Background: an optimization exercise with open tools, aiming at small area and few clock cycles. Do not read the settings as production practice. The RTL was checked by simulation tests, not by an equivalence proof against the original design.

==> exp/umber: inputs <==
==> flow/design.v <==
package ohma_pkg;
    localparam int SAMPLE_W = 16;
    localparam int WINDOW = 30;
    localparam logic [SAMPLE_W-1:0] LIMIT_RESET = 16'd7000;
    localparam int SUM_W = $clog2(65535 * WINDOW + 1);
    localparam int CNT_W = $clog2(WINDOW + 1);
endpackage
module ohma_cell (
    input  logic                           aclk,
    input  logic                           shift_en,
    input  logic [ohma_pkg::SAMPLE_W-1:0]  data_in,
    output logic [ohma_pkg::SAMPLE_W-1:0]  data_out
);
    logic [ohma_pkg::SAMPLE_W-1:0] value_reg;
    always_ff @(posedge aclk) begin
        if (shift_en) begin
            value_reg <= data_in;
        end
    end
    assign data_out = value_reg;
endmodule
module ohma_div (
    input  logic                           aclk,
    input  logic                           load,
    input  logic [ohma_pkg::SUM_W-1:0]     sum_in,
    input  logic                           rejected_in,
    output logic [ohma_pkg::SAMPLE_W-1:0]  average_out,
    output logic                           rejected_out
);
    logic [19:0] t;
    logic [24:0] prod;
    logic [15:0] quot;
    logic [15:0] average_reg;
    logic        rejected_reg;
    assign t    = sum_in[20:1];
    assign prod = 25'(t[19:11]) + 25'(t[19:7]) + 25'(t[19:3]) + (25'(t) << 1) + (25'(t) << 5) + 25'd34;
    assign quot = prod[24:9];
    always_ff @(posedge aclk) begin
        if (load) begin
            average_reg  <= quot;
            rejected_reg <= rejected_in;
        end
    end
    assign average_out  = average_reg;
    assign rejected_out = rejected_reg;
endmodule
module outlier_hold_moving_average_core (
    input  logic                           aclk,
    input  logic                           aresetn,
    input  logic                           s_valid,
    output logic                           s_ready,
    input  logic [ohma_pkg::SAMPLE_W-1:0]  s_distance_sample,
    output logic                           m_valid,
    input  logic                           m_ready,
    output logic [ohma_pkg::SAMPLE_W-1:0]  m_average_distance,
    output logic                           m_sample_rejected,
    input  logic                           cfg_valid,
    output logic                           cfg_ready,
    input  logic [ohma_pkg::SAMPLE_W-1:0]  cfg_data
);
    localparam int W = ohma_pkg::SAMPLE_W;
    localparam int N = ohma_pkg::WINDOW;
    logic [W-1:0]                  limit_reg;
    logic [ohma_pkg::SUM_W-1:0]    sum_reg;
    logic [ohma_pkg::CNT_W-1:0]    cnt_reg;
    logic                          rejected_reg;
    logic                          sum_valid_reg;
    logic                          m_valid_reg;
    logic                          out_load;
    logic                          accept;
    logic [ohma_pkg::SUM_W-1:0]    sum_add;
    logic [ohma_pkg::SUM_W-1:0]    sum_sub;
    logic [ohma_pkg::SUM_W-1:0]    csa_s;
    logic [ohma_pkg::SUM_W-1:0]    csa_c;
    logic [ohma_pkg::SUM_W-1:0]    sum_next;
    logic [W-1:0]                  gt0, eq0;
    logic [7:0]                    gt1, eq1;
    logic [3:0]                    gt2, eq2;
    logic [1:0]                    gt3, eq3;
    logic                          rejected;
    logic                          have_newest;
    logic                          have_oldest;
    logic [W-1:0]                  newest;
    logic [W-1:0]                  oldest;
    logic [W-1:0]                  entry;
    logic [W-1:0]                  chain [N];
    genvar i;
    generate
        for (i = 0; i < N; i++) begin : g_cell
            if (i == 0) begin : g_head
                ohma_cell u_cell (
                    .aclk     (aclk),
                    .shift_en (accept),
                    .data_in  (entry),
                    .data_out (chain[i])
                );
            end else begin : g_body
                ohma_cell u_cell (
                    .aclk     (aclk),
                    .shift_en (accept),
                    .data_in  (chain[i-1]),
                    .data_out (chain[i])
                );
            end
        end
    endgenerate
    assign out_load  = sum_valid_reg && (!m_valid_reg || m_ready);
    assign s_ready   = !sum_valid_reg || out_load;
    assign accept    = s_valid && s_ready;
    assign cfg_ready = 1'b1;
    assign have_newest = (cnt_reg != '0);
    assign have_oldest = (cnt_reg == ohma_pkg::CNT_W'(N));
    assign newest      = have_newest ? chain[0] : '0;
    assign oldest      = have_oldest ? chain[N-1] : '0;
    assign gt0 = s_distance_sample & ~limit_reg;
    assign eq0 = ~(s_distance_sample ^ limit_reg);
    genvar g;
    generate
        for (g = 0; g < 8; g++) begin : g_c1
            assign gt1[g] = gt0[2*g+1] | (eq0[2*g+1] & gt0[2*g]);
            assign eq1[g] = eq0[2*g+1] & eq0[2*g];
        end
        for (g = 0; g < 4; g++) begin : g_c2
            assign gt2[g] = gt1[2*g+1] | (eq1[2*g+1] & gt1[2*g]);
            assign eq2[g] = eq1[2*g+1] & eq1[2*g];
        end
        for (g = 0; g < 2; g++) begin : g_c3
            assign gt3[g] = gt2[2*g+1] | (eq2[2*g+1] & gt2[2*g]);
            assign eq3[g] = eq2[2*g+1] & eq2[2*g];
        end
    endgenerate
    assign rejected = gt3[1] | (eq3[1] & gt3[0]);
    assign entry    = rejected ? newest : s_distance_sample;
    assign sum_add  = ohma_pkg::SUM_W'(entry);
    assign sum_sub  = ~(ohma_pkg::SUM_W'(oldest));
    assign csa_s    = sum_reg ^ sum_add ^ sum_sub;
    assign csa_c    = {(sum_reg[ohma_pkg::SUM_W-2:0] & sum_add[ohma_pkg::SUM_W-2:0])
                     | (sum_reg[ohma_pkg::SUM_W-2:0] & sum_sub[ohma_pkg::SUM_W-2:0])
                     | (sum_add[ohma_pkg::SUM_W-2:0] & sum_sub[ohma_pkg::SUM_W-2:0]), 1'b1};
    assign sum_next = csa_s + csa_c;
    always_ff @(posedge aclk) begin
        if (!aresetn) begin
            limit_reg     <= ohma_pkg::LIMIT_RESET;
            sum_reg       <= '0;
            cnt_reg       <= '0;
            sum_valid_reg <= 1'b0;
            m_valid_reg   <= 1'b0;
        end else begin
            if (cfg_valid) begin
                limit_reg <= cfg_data;
            end
            if (accept) begin
                sum_reg <= sum_next;
                if (!have_oldest) begin
                    cnt_reg <= cnt_reg + 1'b1;
                end
            end
            sum_valid_reg <= accept || (sum_valid_reg && !out_load);
            m_valid_reg   <= out_load || (m_valid_reg && !m_ready);
        end
    end
    always_ff @(posedge aclk) begin
        if (accept) begin
            rejected_reg <= rejected;
        end
    end
    ohma_div u_div (
        .aclk         (aclk),
        .load         (out_load),
        .sum_in       (sum_reg),
        .rejected_in  (rejected_reg),
        .average_out  (m_average_distance),
        .rejected_out (m_sample_rejected)
    );
    assign m_valid           = m_valid_reg;
endmodule
==> flow/run.sh <==
#!/bin/bash
# synth_recipe.tcl (not shown) runs the flow's synth.tcl, then flattens the netlist and writes it again
# the make line also repeats each setting of config.mk as NAME=value (left out here)
make -C /OpenROAD-flow-scripts/flow DESIGN_CONFIG=/design/flow/config.mk WORK_HOME=/design/flow/orfs CLKGATE_MAP_FILE= SYNTH_SCRIPT=/design/flow/synth_recipe.tcl finish
==> flow/config.mk <==
export PLATFORM = sky130hd
export DESIGN_NAME = outlier_hold_moving_average_core
export DESIGN_NICKNAME = outlier_hold_moving_average_core
export VERILOG_FILES = /design/flow/design.v
export SDC_FILE = /design/flow/constraint.sdc
export NUM_CORES = 4
export LEC_CHECK = 0
export CAP_MARGIN = 5
export CORE_MARGIN = 2
export CORE_UTILIZATION = 40
export CTS_BUF_LIST = sky130_fd_sc_hd__clkbuf_8
export CTS_CLUSTER_DIAMETER = 60
export CTS_CLUSTER_SIZE = 20
export GPL_TIMING_DRIVEN = 0
export SLEW_MARGIN = 5
==> flow/constraint.sdc <==
create_clock -name core_clock -period 6.0 [get_ports {aclk}]
set_input_delay 1.2000 -clock core_clock [delete_from_list [all_inputs] [get_ports {aclk}]]
set_output_delay 1.2000 -clock core_clock [all_outputs]
set_load 0.01 [all_outputs]
==> inputs of exp/quartz, as changes to exp/umber <==
--- a/flow/design.v
+++ b/flow/design.v
@@ -29,11 +29,15 @@
 );
     logic [19:0] t;
-    logic [24:0] prod;
+    logic [20:0] acc;
+    logic [15:0] est;
+    logic [4:0]  rem;
     logic [15:0] quot;
     logic [15:0] average_reg;
     logic        rejected_reg;
     assign t    = sum_in[20:1];
-    assign prod = 25'(t[19:11]) + 25'(t[19:7]) + 25'(t[19:3]) + (25'(t) << 1) + (25'(t) << 5) + 25'd34;
-    assign quot = prod[24:9];
+    assign acc  = 21'(t) + 21'(t[19:4]) + 21'(t[19:8]) + 21'(t[19:12]) + 21'(t[19:16]);
+    assign est  = acc[20:4];
+    assign rem  = t[4:0] - 5'(est[4:0] * 5'd15);
+    assign quot = est + 16'(rem >= 5'd15);
     always_ff @(posedge aclk) begin
         if (load) begin
@@ -69,13 +73,4 @@
     logic                          out_load;
     logic                          accept;
-    logic [ohma_pkg::SUM_W-1:0]    sum_add;
-    logic [ohma_pkg::SUM_W-1:0]    sum_sub;
-    logic [ohma_pkg::SUM_W-1:0]    csa_s;
-    logic [ohma_pkg::SUM_W-1:0]    csa_c;
-    logic [ohma_pkg::SUM_W-1:0]    sum_next;
-    logic [W-1:0]                  gt0, eq0;
-    logic [7:0]                    gt1, eq1;
-    logic [3:0]                    gt2, eq2;
-    logic [1:0]                    gt3, eq3;
     logic                          rejected;
     logic                          have_newest;
@@ -113,33 +108,9 @@
     assign newest      = have_newest ? chain[0] : '0;
     assign oldest      = have_oldest ? chain[N-1] : '0;
-    assign gt0 = s_distance_sample & ~limit_reg;
-    assign eq0 = ~(s_distance_sample ^ limit_reg);
-    genvar g;
-    generate
-        for (g = 0; g < 8; g++) begin : g_c1
-            assign gt1[g] = gt0[2*g+1] | (eq0[2*g+1] & gt0[2*g]);
-            assign eq1[g] = eq0[2*g+1] & eq0[2*g];
-        end
-        for (g = 0; g < 4; g++) begin : g_c2
-            assign gt2[g] = gt1[2*g+1] | (eq1[2*g+1] & gt1[2*g]);
-            assign eq2[g] = eq1[2*g+1] & eq1[2*g];
-        end
-        for (g = 0; g < 2; g++) begin : g_c3
-            assign gt3[g] = gt2[2*g+1] | (eq2[2*g+1] & gt2[2*g]);
-            assign eq3[g] = eq2[2*g+1] & eq2[2*g];
-        end
-    endgenerate
-    assign rejected = gt3[1] | (eq3[1] & gt3[0]);
+    assign rejected = s_distance_sample > limit_reg;
     assign entry    = rejected ? newest : s_distance_sample;
-    assign sum_add  = ohma_pkg::SUM_W'(entry);
-    assign sum_sub  = ~(ohma_pkg::SUM_W'(oldest));
-    assign csa_s    = sum_reg ^ sum_add ^ sum_sub;
-    assign csa_c    = {(sum_reg[ohma_pkg::SUM_W-2:0] & sum_add[ohma_pkg::SUM_W-2:0])
-                     | (sum_reg[ohma_pkg::SUM_W-2:0] & sum_sub[ohma_pkg::SUM_W-2:0])
-                     | (sum_add[ohma_pkg::SUM_W-2:0] & sum_sub[ohma_pkg::SUM_W-2:0]), 1'b1};
-    assign sum_next = csa_s + csa_c;
     always_ff @(posedge aclk) begin
         if (!aresetn) begin
-            limit_reg     <= ohma_pkg::LIMIT_RESET;
+            limit_reg   <= ohma_pkg::LIMIT_RESET;
             sum_reg       <= '0;
             cnt_reg       <= '0;
@@ -151,5 +122,5 @@
             end
             if (accept) begin
-                sum_reg <= sum_next;
+                sum_reg <= sum_reg - ohma_pkg::SUM_W'(oldest) + ohma_pkg::SUM_W'(entry);
                 if (!have_oldest) begin
                     cnt_reg <= cnt_reg + 1'b1;
==> flow/config.mk (replaced) <==
export PLATFORM = sky130hd
export DESIGN_NAME = outlier_hold_moving_average_core
export DESIGN_NICKNAME = outlier_hold_moving_average_core
export VERILOG_FILES = /design/flow/design.v
export SDC_FILE = /design/flow/constraint.sdc
export NUM_CORES = 4
export LEC_CHECK = 0
export CAP_MARGIN = 20
export CORE_MARGIN = 2
export CORE_UTILIZATION = 40
export SLEW_MARGIN = 20
==> inputs of exp/indigo, as changes to exp/umber <==
--- a/flow/design.v
+++ b/flow/design.v
@@ -29,11 +29,11 @@
 );
     logic [19:0] t;
-    logic [24:0] prod;
+    logic [36:0] prod;
     logic [15:0] quot;
     logic [15:0] average_reg;
     logic        rejected_reg;
     assign t    = sum_in[20:1];
-    assign prod = 25'(t[19:11]) + 25'(t[19:7]) + 25'(t[19:3]) + (25'(t) << 1) + (25'(t) << 5) + 25'd34;
-    assign quot = prod[24:9];
+    assign prod = 37'(t) * 37'h11111 + 37'h11111;
+    assign quot = prod[20 +: ohma_pkg::SAMPLE_W];
     always_ff @(posedge aclk) begin
         if (load) begin
@@ -69,13 +69,4 @@
     logic                          out_load;
     logic                          accept;
-    logic [ohma_pkg::SUM_W-1:0]    sum_add;
-    logic [ohma_pkg::SUM_W-1:0]    sum_sub;
-    logic [ohma_pkg::SUM_W-1:0]    csa_s;
-    logic [ohma_pkg::SUM_W-1:0]    csa_c;
-    logic [ohma_pkg::SUM_W-1:0]    sum_next;
-    logic [W-1:0]                  gt0, eq0;
-    logic [7:0]                    gt1, eq1;
-    logic [3:0]                    gt2, eq2;
-    logic [1:0]                    gt3, eq3;
     logic                          rejected;
     logic                          have_newest;
@@ -113,33 +104,9 @@
     assign newest      = have_newest ? chain[0] : '0;
     assign oldest      = have_oldest ? chain[N-1] : '0;
-    assign gt0 = s_distance_sample & ~limit_reg;
-    assign eq0 = ~(s_distance_sample ^ limit_reg);
-    genvar g;
-    generate
-        for (g = 0; g < 8; g++) begin : g_c1
-            assign gt1[g] = gt0[2*g+1] | (eq0[2*g+1] & gt0[2*g]);
-            assign eq1[g] = eq0[2*g+1] & eq0[2*g];
-        end
-        for (g = 0; g < 4; g++) begin : g_c2
-            assign gt2[g] = gt1[2*g+1] | (eq1[2*g+1] & gt1[2*g]);
-            assign eq2[g] = eq1[2*g+1] & eq1[2*g];
-        end
-        for (g = 0; g < 2; g++) begin : g_c3
-            assign gt3[g] = gt2[2*g+1] | (eq2[2*g+1] & gt2[2*g]);
-            assign eq3[g] = eq2[2*g+1] & eq2[2*g];
-        end
-    endgenerate
-    assign rejected = gt3[1] | (eq3[1] & gt3[0]);
+    assign rejected = s_distance_sample > limit_reg;
     assign entry    = rejected ? newest : s_distance_sample;
-    assign sum_add  = ohma_pkg::SUM_W'(entry);
-    assign sum_sub  = ~(ohma_pkg::SUM_W'(oldest));
-    assign csa_s    = sum_reg ^ sum_add ^ sum_sub;
-    assign csa_c    = {(sum_reg[ohma_pkg::SUM_W-2:0] & sum_add[ohma_pkg::SUM_W-2:0])
-                     | (sum_reg[ohma_pkg::SUM_W-2:0] & sum_sub[ohma_pkg::SUM_W-2:0])
-                     | (sum_add[ohma_pkg::SUM_W-2:0] & sum_sub[ohma_pkg::SUM_W-2:0]), 1'b1};
-    assign sum_next = csa_s + csa_c;
     always_ff @(posedge aclk) begin
         if (!aresetn) begin
-            limit_reg     <= ohma_pkg::LIMIT_RESET;
+            limit_reg   <= ohma_pkg::LIMIT_RESET;
             sum_reg       <= '0;
             cnt_reg       <= '0;
@@ -151,5 +118,5 @@
             end
             if (accept) begin
-                sum_reg <= sum_next;
+                sum_reg <= sum_reg - ohma_pkg::SUM_W'(oldest) + ohma_pkg::SUM_W'(entry);
                 if (!have_oldest) begin
                     cnt_reg <= cnt_reg + 1'b1;
==> flow/config.mk (replaced) <==
export PLATFORM = sky130hd
export DESIGN_NAME = outlier_hold_moving_average_core
export DESIGN_NICKNAME = outlier_hold_moving_average_core
export VERILOG_FILES = /design/flow/design.v
export SDC_FILE = /design/flow/constraint.sdc
export NUM_CORES = 4
export LEC_CHECK = 0
export CAP_MARGIN = 20
export CORE_MARGIN = 2
export CORE_UTILIZATION = 40
export SLEW_MARGIN = 20
==> summary.txt <==
- exp/quartz finished but fails on setup timing. exp/umber produced a clean layout. exp/indigo completed without violations.
- Fmax: exp/indigo > exp/umber > exp/quartz.
- Against exp/umber, the non-clock buffer count of exp/indigo is higher by 28.
- Wire length, highest first: exp/quartz, exp/umber, exp/indigo.
- Via count: exp/quartz > exp/indigo > exp/umber.
- The highest global-route usage belongs to exp/quartz, the lowest to exp/indigo.
- Synthesized area: exp/umber < exp/quartz < exp/indigo.
- Worst hold slack: exp/indigo < exp/quartz < exp/umber.
- Register-to-register slack: exp/quartz < exp/umber < exp/indigo.
==> figures <==
Status: exp/quartz failed layout checks; exp/umber finished clean; exp/indigo finished clean
Violated checks: exp/quartz setup timing; exp/umber -; exp/indigo -
Setup TNS Final: exp/quartz -14.06 ns; exp/umber 0 ns; exp/indigo 0 ns
WP data arrival: exp/quartz 7.83 ns; exp/umber 6.37 ns; exp/indigo 6.28 ns
Count of distinct cell types in the synthesized netlist: exp/quartz 80; exp/umber 59; exp/indigo 61
Clock Root Buffer: exp/quartz sky130_fd_sc_hd__clkbuf_16; exp/umber sky130_fd_sc_hd__clkbuf_8; exp/indigo sky130_fd_sc_hd__clkbuf_16
Depth of the worst register-to-register path: exp/quartz 31; exp/umber 18; exp/indigo 16
HPWL after DPL: exp/quartz 23,800 µm; exp/umber 22,600 µm; exp/indigo 22,300 µm
Number of nets in the synthesized netlist: exp/quartz 1,456; exp/umber 1,414; exp/indigo 1,554
Post-route core utilization: exp/quartz 49.5%; exp/umber 45.0%; exp/indigo 47.3%
Final weighted congestion of routability-driven global placement: exp/quartz 0.829; exp/umber 0.823; exp/indigo 0.880
Hold Path Sink: exp/quartz g_cell[17].g_body.u_cell.value_reg[9]; exp/umber g_cell[20].g_body.u_cell.value_reg[5]; exp/indigo g_cell[9].g_body.u_cell.value_reg[12]
Worst setup slack for register-to-register paths: exp/quartz -1.50 ns; exp/umber 0.33 ns; exp/indigo 0.76 ns
Type of the worst setup path: exp/quartz reg2reg; exp/umber in2reg; exp/indigo in2reg
GR Util met1: exp/quartz 19.1%; exp/umber 19.3%; exp/indigo 19.1%
Post-CTS setup buffers: exp/quartz 6; exp/umber 0; exp/indigo 0
Total area of sequential cells: exp/quartz 15,800 µm²; exp/umber 15,800 µm²; exp/indigo 15,800 µm²
Initial Utilization: exp/quartz 40.4%; exp/umber 40.2%; exp/indigo 40.6%
Time the final worst path needs with I/O delays and setup: exp/quartz 7.50 ns; exp/umber 5.87 ns; exp/indigo 5.79 ns
Maximum frequency from static timing analysis: exp/quartz 133 MHz; exp/umber 170 MHz; exp/indigo 173 MHz
Wire length of the first global-routing pass: exp/quartz 57,900 µm; exp/umber 54,100 µm; exp/indigo 56,600 µm
Testbench counts of exp/umber, summed over its fixed seeds: cycles 24,016.
Testbench counts of exp/quartz, summed over its fixed seeds: cycles 24,016.
Testbench counts of exp/indigo, summed over its fixed seeds: cycles 24,016.

==> afterwards: timing with drivers on the ports <==
How much do the figures lean on ideal ports? The routed layouts below were timed once more, with nothing changed but the port constraints.
Step 1 sets driving cells, clkbuf_16 on the clock port and buf_2 on the other inputs (assumed; they add their load-dependent delay and slew).
Step 2 adds t to the input delays and takes it off the output delays; t is the mean of the earliest and latest rising clock arrival at the registers after step 1. Input paths then give back, and output paths get back, about the clock's delay inside the block.
a / b / c = ideal / step 1 / step 2; a / b = the first two.
run	shift t [ns]	setup WS [ns]	clock arrival spread, ns	cell pins on the clock port's net
exp/umber	0.668	0.133 / 0.160 / -0.508	0.049 / 0.050	1
exp/quartz	0.645	-1.499 / -1.499 / -1.499	0.033 / 0.033	1
exp/indigo	0.651	0.209 / 0.241 / -0.410	0.023 / 0.023	1
With both steps, setup timing fails in exp/umber and exp/indigo, where it was met with ideal ports. For exp/umber, which loses most, drivers alone change the setup slack by +0.027 ns; drivers and shift together by -0.641 ns.
